From an optimization exercise on the open Yosys and OpenROAD flow, aimed at small area, a short achievable clock period and few clock cycles per item; shortcuts taken in it are not production practice.
In this exercise RTL edits were held to simulation tests only and were not proved equivalent to the original.
Power figures rest on the tool's default switching activity, not on a simulated workload.

[flow/design.v]
`timescale 1ns / 1ps
package css_pkg;
   localparam int TIME_W    = 17;
   localparam int DATE_W    = 21;
   localparam int TOL_W     = 17;
   localparam int HOLD_W    = 32;
   localparam int TMO_W     = 16;
   localparam int STAMP_W   = 32;
   localparam int CSR_AW    = 4;
   localparam int CSR_DW    = 32;
   localparam logic [TOL_W-1:0]  TOL_RESET  = TOL_W'(1);
   localparam logic [HOLD_W-1:0] HOLD_RESET = HOLD_W'(43200);
   localparam logic [TMO_W-1:0]  TMO_RESET  = TMO_W'(1);
   localparam int F_RADIO = 0;
   localparam int F_RTC   = 1;
   localparam int F_INT   = 2;
   localparam int F_FINAL = 3;
   typedef enum logic [1:0] {
      SRC_NONE  = 2'd0,
      SRC_RADIO = 2'd1,
      SRC_RTC   = 2'd2,
      SRC_INT   = 2'd3
   } src_type;
   typedef enum logic [1:0] {
      CSR_TOLERANCE = 2'd0,
      CSR_HOLDOVER  = 2'd1,
      CSR_TIMEOUT   = 2'd2
   } csr_index_type;
   typedef struct packed {
      logic [TOL_W-1:0]  sync_tolerance_s;
      logic [HOLD_W-1:0] radio_holdover_s;
      logic [TMO_W-1:0]  source_timeout_s;
   } cfg_type;
   typedef struct packed {
      logic              radio_new;
      logic [TIME_W-1:0] radio_time;
      logic [DATE_W-1:0] radio_date;
      logic              rtc_new;
      logic [TIME_W-1:0] rtc_time;
      logic [DATE_W-1:0] rtc_date;
      logic              internal_new;
      logic [TIME_W-1:0] internal_time;
      logic [DATE_W-1:0] internal_date;
      logic              second_tick;
      logic              rtc_write_done;
      logic              internal_write_ok;
   } req_item_type;
   typedef struct packed {
      logic [TIME_W-1:0] final_time;
      logic [DATE_W-1:0] final_date;
      logic              final_synced;
      src_type           final_source;
      logic              rtc_write_req;
      logic              internal_write_req;
      logic              radio_synced;
      logic              rtc_synced;
      logic              internal_synced;
   } rsp_item_type;
endpackage
`timescale 1ns / 1ps
import css_pkg::*;
module css_core (
   input  logic                  clock,
   input  logic                  reset,
   input  logic                  step,
   input  css_pkg::req_item_type item,
   input  css_pkg::cfg_type      cfg,
   output css_pkg::rsp_item_type result
);
   logic [STAMP_W-1:0] sec_ff, sec_in;
   logic [STAMP_W-1:0] radio_stamp_ff, radio_stamp_in;
   logic [STAMP_W-1:0] rtc_stamp_ff, rtc_stamp_in;
   logic [STAMP_W-1:0] int_stamp_ff, int_stamp_in;
   logic [STAMP_W-1:0] fin_stamp_ff, fin_stamp_in;
   logic [3:0]         flags_ff, flags_in;
   logic [TIME_W-1:0]  rtc_time_ff, rtc_time_in;
   logic [DATE_W-1:0]  rtc_date_ff, rtc_date_in;
   logic [TIME_W-1:0]  int_time_ff, int_time_in;
   logic [DATE_W-1:0]  int_date_ff, int_date_in;
   logic [TIME_W-1:0]  ch_time_ff, ch_time_in;
   logic [DATE_W-1:0]  ch_date_ff, ch_date_in;
   css_pkg::src_type ch_src_ff;
   css_pkg::src_type ch_src_in;
   logic               fin_set;
   logic               rtc_req;
   logic               int_req;
   function automatic logic differs(input logic [TIME_W-1:0] at,
                                    input logic [DATE_W-1:0] ad,
                                    input logic [TIME_W-1:0] bt,
                                    input logic [DATE_W-1:0] bd,
                                    input logic [TOL_W-1:0]  tol);
      logic [TIME_W-1:0] mag;
      mag = (at >= bt) ? (at - bt) : (bt - at);
      differs = (mag > tol) || (ad != bd);
   endfunction
   function automatic logic expired(input logic [STAMP_W-1:0] now,
                                    input logic [STAMP_W-1:0] stamp,
                                    input logic [STAMP_W-1:0] limit);
      logic [STAMP_W-1:0] age;
      age = now - stamp;
      expired = age > limit;
   endfunction
   always_comb begin
      flags_in       = flags_ff;
      sec_in         = sec_ff;
      radio_stamp_in = radio_stamp_ff;
      rtc_stamp_in   = rtc_stamp_ff;
      int_stamp_in   = int_stamp_ff;
      fin_stamp_in   = fin_stamp_ff;
      rtc_time_in    = rtc_time_ff;
      rtc_date_in    = rtc_date_ff;
      int_time_in    = int_time_ff;
      int_date_in    = int_date_ff;
      ch_time_in     = ch_time_ff;
      ch_date_in     = ch_date_ff;
      ch_src_in      = ch_src_ff;
      fin_set        = 1'b0;
      rtc_req        = 1'b0;
      int_req        = 1'b0;
      if (item.rtc_write_done) flags_in[F_RTC] = 1'b1;
      if (item.second_tick) sec_in = sec_ff + STAMP_W'(1);
      if (item.radio_new) radio_stamp_in = sec_in;
      if (item.rtc_new) begin
         rtc_time_in  = item.rtc_time;
         rtc_date_in  = item.rtc_date;
         rtc_stamp_in = sec_in;
      end
      if (item.internal_new) begin
         int_time_in  = item.internal_time;
         int_date_in  = item.internal_date;
         int_stamp_in = sec_in;
      end
      if (item.radio_new) begin
         ch_time_in   = item.radio_time;
         ch_date_in   = item.radio_date;
         ch_src_in    = SRC_RADIO;
         fin_stamp_in = sec_in;
         fin_set      = 1'b1;
         if (differs(item.radio_time, item.radio_date, rtc_time_in, rtc_date_in,
                     cfg.sync_tolerance_s)) begin
            rtc_req         = 1'b1;
            flags_in[F_RTC] = 1'b0;
         end
         flags_in[F_RADIO] = 1'b1;
      end
      if (item.rtc_new) begin
         if (!flags_in[F_RTC]) begin
            if (!flags_in[F_RADIO]) flags_in[F_RTC] = 1'b1;
         end else if (!fin_set) begin
            ch_time_in   = rtc_time_in;
            ch_date_in   = rtc_date_in;
            ch_src_in    = SRC_RTC;
            fin_stamp_in = sec_in;
            fin_set      = 1'b1;
         end
      end
      if (item.internal_new && (flags_in[F_FINAL] || fin_set) && ch_src_in != SRC_INT) begin
         if (differs(int_time_in, int_date_in, ch_time_in, ch_date_in,
                     cfg.sync_tolerance_s)) begin
            int_req         = 1'b1;
            flags_in[F_INT] = item.internal_write_ok;
         end
      end
      if (fin_set) flags_in[F_FINAL] = 1'b1;
      if (item.second_tick) begin
         if (flags_in[F_RADIO] && expired(sec_in, radio_stamp_in, cfg.radio_holdover_s))
            flags_in[F_RADIO] = 1'b0;
         if (flags_in[F_RTC] && expired(sec_in, rtc_stamp_in,
                                        STAMP_W'(cfg.source_timeout_s)))
            flags_in[F_RTC] = 1'b0;
         if (flags_in[F_INT] && expired(sec_in, int_stamp_in,
                                        STAMP_W'(cfg.source_timeout_s)))
            flags_in[F_INT] = 1'b0;
         if (flags_in[F_FINAL] && expired(sec_in, fin_stamp_in,
                                          STAMP_W'(cfg.source_timeout_s)))
            flags_in[F_FINAL] = 1'b0;
         if (!flags_in[F_FINAL]) begin
            ch_time_in   = int_time_in;
            ch_date_in   = int_date_in;
            ch_src_in    = SRC_INT;
            fin_stamp_in = sec_in;
            if (flags_in[F_INT]) flags_in[F_FINAL] = 1'b1;
         end
      end
      result.final_time         = ch_time_in;
      result.final_date         = ch_date_in;
      result.final_synced       = flags_in[F_FINAL];
      result.final_source       = ch_src_in;
      result.rtc_write_req      = rtc_req;
      result.internal_write_req = int_req;
      result.radio_synced       = flags_in[F_RADIO];
      result.rtc_synced         = flags_in[F_RTC];
      result.internal_synced    = flags_in[F_INT];
   end
   always_ff @(posedge clock) begin
      if (reset) begin
         sec_ff         <= '0;
         radio_stamp_ff <= '0;
         rtc_stamp_ff   <= '0;
         int_stamp_ff   <= '0;
         fin_stamp_ff   <= '0;
         flags_ff       <= '0;
         rtc_time_ff    <= '0;
         rtc_date_ff    <= '0;
         int_time_ff    <= '0;
         int_date_ff    <= '0;
         ch_time_ff     <= '0;
         ch_date_ff     <= '0;
         ch_src_ff      <= SRC_NONE;
      end else if (step) begin
         sec_ff         <= sec_in;
         radio_stamp_ff <= radio_stamp_in;
         rtc_stamp_ff   <= rtc_stamp_in;
         int_stamp_ff   <= int_stamp_in;
         fin_stamp_ff   <= fin_stamp_in;
         flags_ff       <= flags_in;
         rtc_time_ff    <= rtc_time_in;
         rtc_date_ff    <= rtc_date_in;
         int_time_ff    <= int_time_in;
         int_date_ff    <= int_date_in;
         ch_time_ff     <= ch_time_in;
         ch_date_ff     <= ch_date_in;
         ch_src_ff      <= ch_src_in;
      end
   end
endmodule
`timescale 1ns / 1ps
import css_pkg::*;
module clock_source_selector_unit (
   input  logic                        clock,
   input  logic                        reset,
   input  logic                        req_valid,
   output logic                        req_stall,
   input  logic                        req_radio_new,
   input  logic [css_pkg::TIME_W-1:0]  req_radio_time,
   input  logic [css_pkg::DATE_W-1:0]  req_radio_date,
   input  logic                        req_rtc_new,
   input  logic [css_pkg::TIME_W-1:0]  req_rtc_time,
   input  logic [css_pkg::DATE_W-1:0]  req_rtc_date,
   input  logic                        req_internal_new,
   input  logic [css_pkg::TIME_W-1:0]  req_internal_time,
   input  logic [css_pkg::DATE_W-1:0]  req_internal_date,
   input  logic                        req_second_tick,
   input  logic                        req_rtc_write_done,
   input  logic                        req_internal_write_ok,
   output logic                        rsp_valid,
   input  logic                        rsp_stall,
   output logic [css_pkg::TIME_W-1:0]  rsp_final_time,
   output logic [css_pkg::DATE_W-1:0]  rsp_final_date,
   output logic                        rsp_final_synced,
   output logic [1:0]                  rsp_final_source,
   output logic                        rsp_rtc_write_req,
   output logic                        rsp_internal_write_req,
   output logic                        rsp_radio_synced,
   output logic                        rsp_rtc_synced,
   output logic                        rsp_internal_synced,
   input  logic                        csr_psel,
   input  logic                        csr_penable,
   input  logic                        csr_pwrite,
   input  logic [css_pkg::CSR_AW-1:0]  csr_paddr,
   input  logic [css_pkg::CSR_DW-1:0]  csr_pwdata,
   output logic [css_pkg::CSR_DW-1:0]  csr_prdata,
   output logic                        csr_pready
);
   css_pkg::cfg_type cfg_ff;
   css_pkg::cfg_type cfg_in;
   logic         in_valid_ff, in_valid_in;
   css_pkg::req_item_type in_item_ff;
   logic         out_valid_ff, out_valid_in;
   css_pkg::rsp_item_type out_item_ff;
   css_pkg::rsp_item_type core_result;
   logic         req_take;
   logic         move;
   logic         csr_write;
   assign csr_pready = 1'b1;
   assign csr_write  = csr_psel && csr_penable && csr_pwrite && csr_pready;
   always_comb begin
      cfg_in = cfg_ff;
      if (csr_write) begin
         case (csr_paddr[3:2])
            CSR_TOLERANCE: cfg_in.sync_tolerance_s = csr_pwdata[TOL_W-1:0];
            CSR_HOLDOVER:  cfg_in.radio_holdover_s = csr_pwdata[HOLD_W-1:0];
            CSR_TIMEOUT:   cfg_in.source_timeout_s = csr_pwdata[TMO_W-1:0];
            default:       cfg_in = cfg_ff;    
         endcase
      end
   end
   always_comb begin
      case (csr_paddr[3:2])
         CSR_TOLERANCE: csr_prdata = CSR_DW'(cfg_ff.sync_tolerance_s);
         CSR_HOLDOVER:  csr_prdata = CSR_DW'(cfg_ff.radio_holdover_s);
         CSR_TIMEOUT:   csr_prdata = CSR_DW'(cfg_ff.source_timeout_s);
         default:       csr_prdata = '0;
      endcase
   end
   always_ff @(posedge clock) begin
      if (reset) begin
         cfg_ff.sync_tolerance_s <= TOL_RESET;
         cfg_ff.radio_holdover_s <= HOLD_RESET;
         cfg_ff.source_timeout_s <= TMO_RESET;
      end else begin
         cfg_ff <= cfg_in;
      end
   end
   assign move      = in_valid_ff && (!out_valid_ff || !rsp_stall);
   assign req_stall = in_valid_ff && !move;
   assign req_take  = req_valid && !req_stall;
   always_comb begin
      in_valid_in = in_valid_ff;
      if (req_take)  in_valid_in = 1'b1;
      else if (move) in_valid_in = 1'b0;
      out_valid_in = out_valid_ff;
      if (move)            out_valid_in = 1'b1;
      else if (!rsp_stall) out_valid_in = 1'b0;
   end
   always_ff @(posedge clock) begin
      if (reset) begin
         in_valid_ff  <= 1'b0;
         out_valid_ff <= 1'b0;
      end else begin
         in_valid_ff  <= in_valid_in;
         out_valid_ff <= out_valid_in;
      end
   end
   always_ff @(posedge clock) begin
      if (req_take) begin
         in_item_ff.radio_new         <= req_radio_new;
         in_item_ff.radio_time        <= req_radio_time;
         in_item_ff.radio_date        <= req_radio_date;
         in_item_ff.rtc_new           <= req_rtc_new;
         in_item_ff.rtc_time          <= req_rtc_time;
         in_item_ff.rtc_date          <= req_rtc_date;
         in_item_ff.internal_new      <= req_internal_new;
         in_item_ff.internal_time     <= req_internal_time;
         in_item_ff.internal_date     <= req_internal_date;
         in_item_ff.second_tick       <= req_second_tick;
         in_item_ff.rtc_write_done    <= req_rtc_write_done;
         in_item_ff.internal_write_ok <= req_internal_write_ok;
      end
      if (move) out_item_ff <= core_result;
   end
   css_core u_core (
      .clock  (clock),
      .reset  (reset),
      .step   (move),
      .item   (in_item_ff),
      .cfg    (cfg_ff),
      .result (core_result)
   );
   assign rsp_valid              = out_valid_ff;
   assign rsp_final_time         = out_item_ff.final_time;
   assign rsp_final_date         = out_item_ff.final_date;
   assign rsp_final_synced       = out_item_ff.final_synced;
   assign rsp_final_source       = out_item_ff.final_source;
   assign rsp_rtc_write_req      = out_item_ff.rtc_write_req;
   assign rsp_internal_write_req = out_item_ff.internal_write_req;
   assign rsp_radio_synced       = out_item_ff.radio_synced;
   assign rsp_rtc_synced         = out_item_ff.rtc_synced;
   assign rsp_internal_synced    = out_item_ff.internal_synced;
endmodule
[flow/constraint.sdc]
create_clock -name core_clock -period 9.0 [get_ports {clock}]
set_input_delay 1.8000 -clock core_clock [delete_from_list [all_inputs] [get_ports {clock}]]
set_output_delay 1.8000 -clock core_clock [all_outputs]
set_load 0.01 [all_outputs]
[flow/run.sh]
#!/bin/bash
# synth_recipe.tcl (not shown) runs the flow's synth.tcl, then flattens the netlist and writes it again
# the make line also repeats each setting of config.mk as NAME=value (left out here)
make -C /OpenROAD-flow-scripts/flow DESIGN_CONFIG=/design/flow/config.mk WORK_HOME=/design/flow/orfs CLKGATE_MAP_FILE= SYNTH_SCRIPT=/design/flow/synth_recipe.tcl finish
[flow/config.mk]
export PLATFORM = sky130hd
export DESIGN_NAME = clock_source_selector_unit
export DESIGN_NICKNAME = clock_source_selector_unit
export VERILOG_FILES = /design/flow/design.v
export SDC_FILE = /design/flow/constraint.sdc
export NUM_CORES = 4
export LEC_CHECK = 0
export CAP_MARGIN = 20
export CORE_MARGIN = 2
export CORE_UTILIZATION = 40
export SLEW_MARGIN = 20
==> impl_metrics.json <==
{
  "syn_to_final_growth_pct": 15.7,
  "antenna_found_initial": 2,
  "synth_fp_nets": 4731,
  "cp_slowest_cell": "edfxtp_1",
  "drt-total-wl_um": 107000,
  "synth_area_leaders": "dfxtp_1, edfxtp_1, ha_1",
  "drc": 0,
  "synth_top_cell_area_share": 0.198,
  "cts_buffers": 60,
  "first_pass_iters": 5,
  "register_area_mm2": 0.0119,
  "fillers": 8478,
  "fmax_ghz": 0.123,
  "core_area_mm2": 0.0869,
  "max_slew_margin": 0.347,
  "grt_max_degree": 194,
  "rows": 108,
  "synth_edf_count": 166,
  "synth.distinct_cells": 101,
  "avgSynthCellArea_um2": 8.25,
  "vias": 30594,
  "setup_viol": 0,
  "crit_start": "in_item_ff[80]$_DFFE_PP_",
  "wl_per_cell_um": 19.2,
  "cp_top_family": "compound AO/OA/AOI/OAI gates",
  "synth-seq-area-share": 0.340,
  "multi_input_area_mm2": 0.0213,
  "total_power_mw": 6.74,
  "layoutNonFillerInstCount": 5577,
  "cp-start-kind": "register",
  "vias_per_cell": 5.49,
  "clkLatencyLatePin_ns": 0.69,
  "grt_pass1_wl_um": 165000,
  "hold_path.class": "reg -> reg",
  "cpMostUsedCell": "o21ai_0",
  "synthCells": 4255,
  "cts_sinks": 513,
  "path_max_fanout": 19,
  "initial_core_util": 0.404,
  "power_density_mw_per_mm2": 166,
  "drive_above_1_share": 0.0491,
  "finalCritPeriodShare": 0.900,
  "syn_area_mm2": 0.0351,
  "clock_path_buffers": 3,
  "hpwl_um": 78900,
  "ctsRootBufferMaster": "clkbuf_16",
  "synth.ff_latch_count": 513,
  "synthArstFlopShare": 0,
  "final_antenna_net_count": 0,
  "htreeDepth": 2,
  "reg2reg_from": "in_item_ff[80]$_DFFE_PP_",
  "globalplace.congestion": 0.917,
  "antenna_cells": 0,
  "skew_ns": 0.107,
  "overflow": 0,
  "clkSlewWorstSetupHoldPaths_ns": 0.06,
  "finalSetupTns_ns": 0,
  "slew_violations": 0,
  "finish.net_count": 4848,
  "status": "no timing/DRC/antenna violations",
  "cp_slowest_stage_delay_ns": 0.69,
  "post_cts_buffers": 0,
  "rsz0062_at_grt": "false",
  "max-vdd-ir-drop_v": 0.000150,
  "ys.flop_type": "dfxtp_1",
  "first_global_vias": 28686,
  "die_area_mm2": 0.0902,
  "grt.total_usage": 0.232,
  "hold_viol": 0,
  "postLayoutCoreUtil": 0.468,
  "cts_tree": "built",
  "yosysWarnings": 2,
  "io_buffers": 240,
  "hold_buffers": 0,
  "critPathKind": "reg -> reg",
  "drt-initial-drc-count": 2340,
  "ioPinCount": 244,
  "endpoint_kind": "register",
  "placed_cells": 5465,
  "die_y_um": 300,
  "tightest_slew_ns": 0.979,
  "min_period_ns": 8.10,
  "die_w_um": 300,
  "drv_cap": 0,
  "post_cts_resized": 0,
  "power.leakage_nw": 16.6,
  "cp.required_ns": 9.50,
  "hold_path.startpoint": "u_core.int_time_ff[10]$_SDFFE_PP0P_",
  "path_buf_inv": 1,
  "cp.arrival_ns": 8.60,
  "synth_top_cell_by_area": "dfxtp_1",
  "regToRegSetupSlack_ns": 0.90
}
==> stage by stage <==
step           worst slack [ns]  hold WS [ns]  cell area [um^2]
2_1_floorplan              1.05         0.431             35100
3_3_place_gp               1.05         0.440             38500
3_5_place_dp               1.01         0.441             38500
4_1_cts                   0.866         0.453             40600
5_1_grt                   0.414         0.463             40600
6_report                  0.898         0.452             40600
==> power by group <==
part	switching (mW)	internal [mW]	total, mW
logic	0.944	0.658	1.60
clock network	1.06	1.51	2.58
registers	0.0626	2.50	2.56
==> path summary, 6_finish.rpt <==
kind / end / depth (start not counted)
worst max register to register: u_core.flags_ff[3]$_SDFFE_PP0P_ / 27
worst min-delay path: u_core.int_time_ff[10]$_SDFFE_PP0P_ / 2
worst max-delay path: u_core.flags_ff[3]$_SDFFE_PP0P_ / 27
worst min register to register: u_core.int_time_ff[10]$_SDFFE_PP0P_ / 2
==> placed cells by master, fill, tap and decap left out, types with 29 or more instances in the layout <==
cell type          n
a21oi_1          416
dfxtp_1          347
nand4_1           58
nand3_1           37
ha_1             305
inv_1            256
a211oi_1         152
o21ai_0          231
clkdlybuf4s50_1  239
nor4_1            47
xor2_1            88
mux2i_1          155
clkbuf_16         61
xnor2_1          123
nor2b_1           36
and2_1            29
buf_4             49
nand2_1          521
nor2_1           458
nor3_1            37
a21o_1            76
edfxtp_1         166
nand2b_1          34
o21a_1            73
==> worst reg2reg max path, delay by kind of cell (launching register included) <==
family	cells	cell delay, ns
AOI/OAI and AO/OA	17	4.47
and+or+nand+nor	5	1.46
DFF	1	0.69
adders and majority gates	2	0.64
buffers and inverters	1	0.31
muxes	1	0.24
xor gates and xnor gates	1	0.12
==> cells in the mapped netlist, types with 8 or more instances <==
cell type	instances
o31ai_1	11
and2_1	29
buf_2	17
dfxtp_1	347
a31oi_1	20
a211oi_1	152
clkbuf_1	187
a211o_1	27
o21ai_0	231
ha_1	305
edfxtp_1	166
and3_1	15
fa_1	8
o2111ai_1	8
nand3_1	37
mux2i_1	155
o21bai_1	15
a21o_1	76
nand4_1	58
nand2_1	523
xor2_1	88
nand3b_1	28
o211ai_1	11
o311ai_0	11
buf_1	24
mux2_2	12
o21a_1	74
nor4_1	47
a2111oi_0	13
nand2b_1	35
buf_4	9
inv_1	256
or2_2	9
a21oi_1	416
nor3b_1	26
nor2b_1	38
nor3_1	37
xnor2_1	123
or3_1	17
nor2_1	459
==> state kept, by name, indices dropped and copies added, names as in the netlist, 32 cells and up <==
register,cells
u_core.rtc_stamp_ff,32
u_core.int_stamp_ff,32
u_core.sec_ff,32
out_item_ff,46
u_core.radio_stamp_ff,32
u_core.fin_stamp_ff,32
in_item_ff,120
cfg_ff,65
==> layout make-up <==
type / instances / share of cell area
Multi-Input combinational cell: 3243 / 0.524
Sequential cell: 513 / 0.294
Timing Repair Buffer: 295 / 0.0713
Clock buffer: 84 / 0.0424
Tap cell: 1155 / 0.0356
Inverter: 259 / 0.0241
Clock inverter: 28 / 0.00915
==> metal layers <==
metal | track usage | wire, um | up-vias
met4 | 0.0885 | 4250 | 2
met2 | 0.374 | 48900 | 734
met1 | 0.312 | 48600 | 14342
met3 | 0.0336 | 5200 | 200
li1 | - | - | 15316
met5 | 0 | 16 | -
==> logic make-up (layout without fill, tap and decap cells) <==
kind of cell,count (synthesis),after routing,share of synthesized area
compound gates,1158,1158,0.208
xor+xnor,214,214,0.0542
fa+ha+maj,313,313,0.113
buf+inv,499,666,0.0556
flops,513,513,0.340
mux,168,168,0.0484
other cells,1,1,0.000107
simple gates,1389,1389,0.181
Testbench counts, summed over its fixed seeds: cycles 12,016, items 12,000.

[re-timing with driven ports]
The flow's constraints put no driver on any port. The routed layout listed below was extracted and timed again, unchanged, in two steps. Step 1: set_driving_cell puts a clkbuf_16 on clock and a buf_2 on each other input, an assumption about the parent block. Step 2 moves the port delays by t, midway between the first and last clock arrival at a register: inputs arrive t later, outputs are due t later. That takes back most of the time a late clock gives input paths. Slacks: ideal / step 1 / step 2; pairs: ideal / step 1.
shift t [ns]: 0.702
setup slack, ns: 0.898 / 0.898 / 0.898
worst setup path at the end: register to register
After both steps this run still meets setup and hold. For this run, drivers alone change the setup slack by 0.000 ns; drivers and shift together by 0.000 ns.
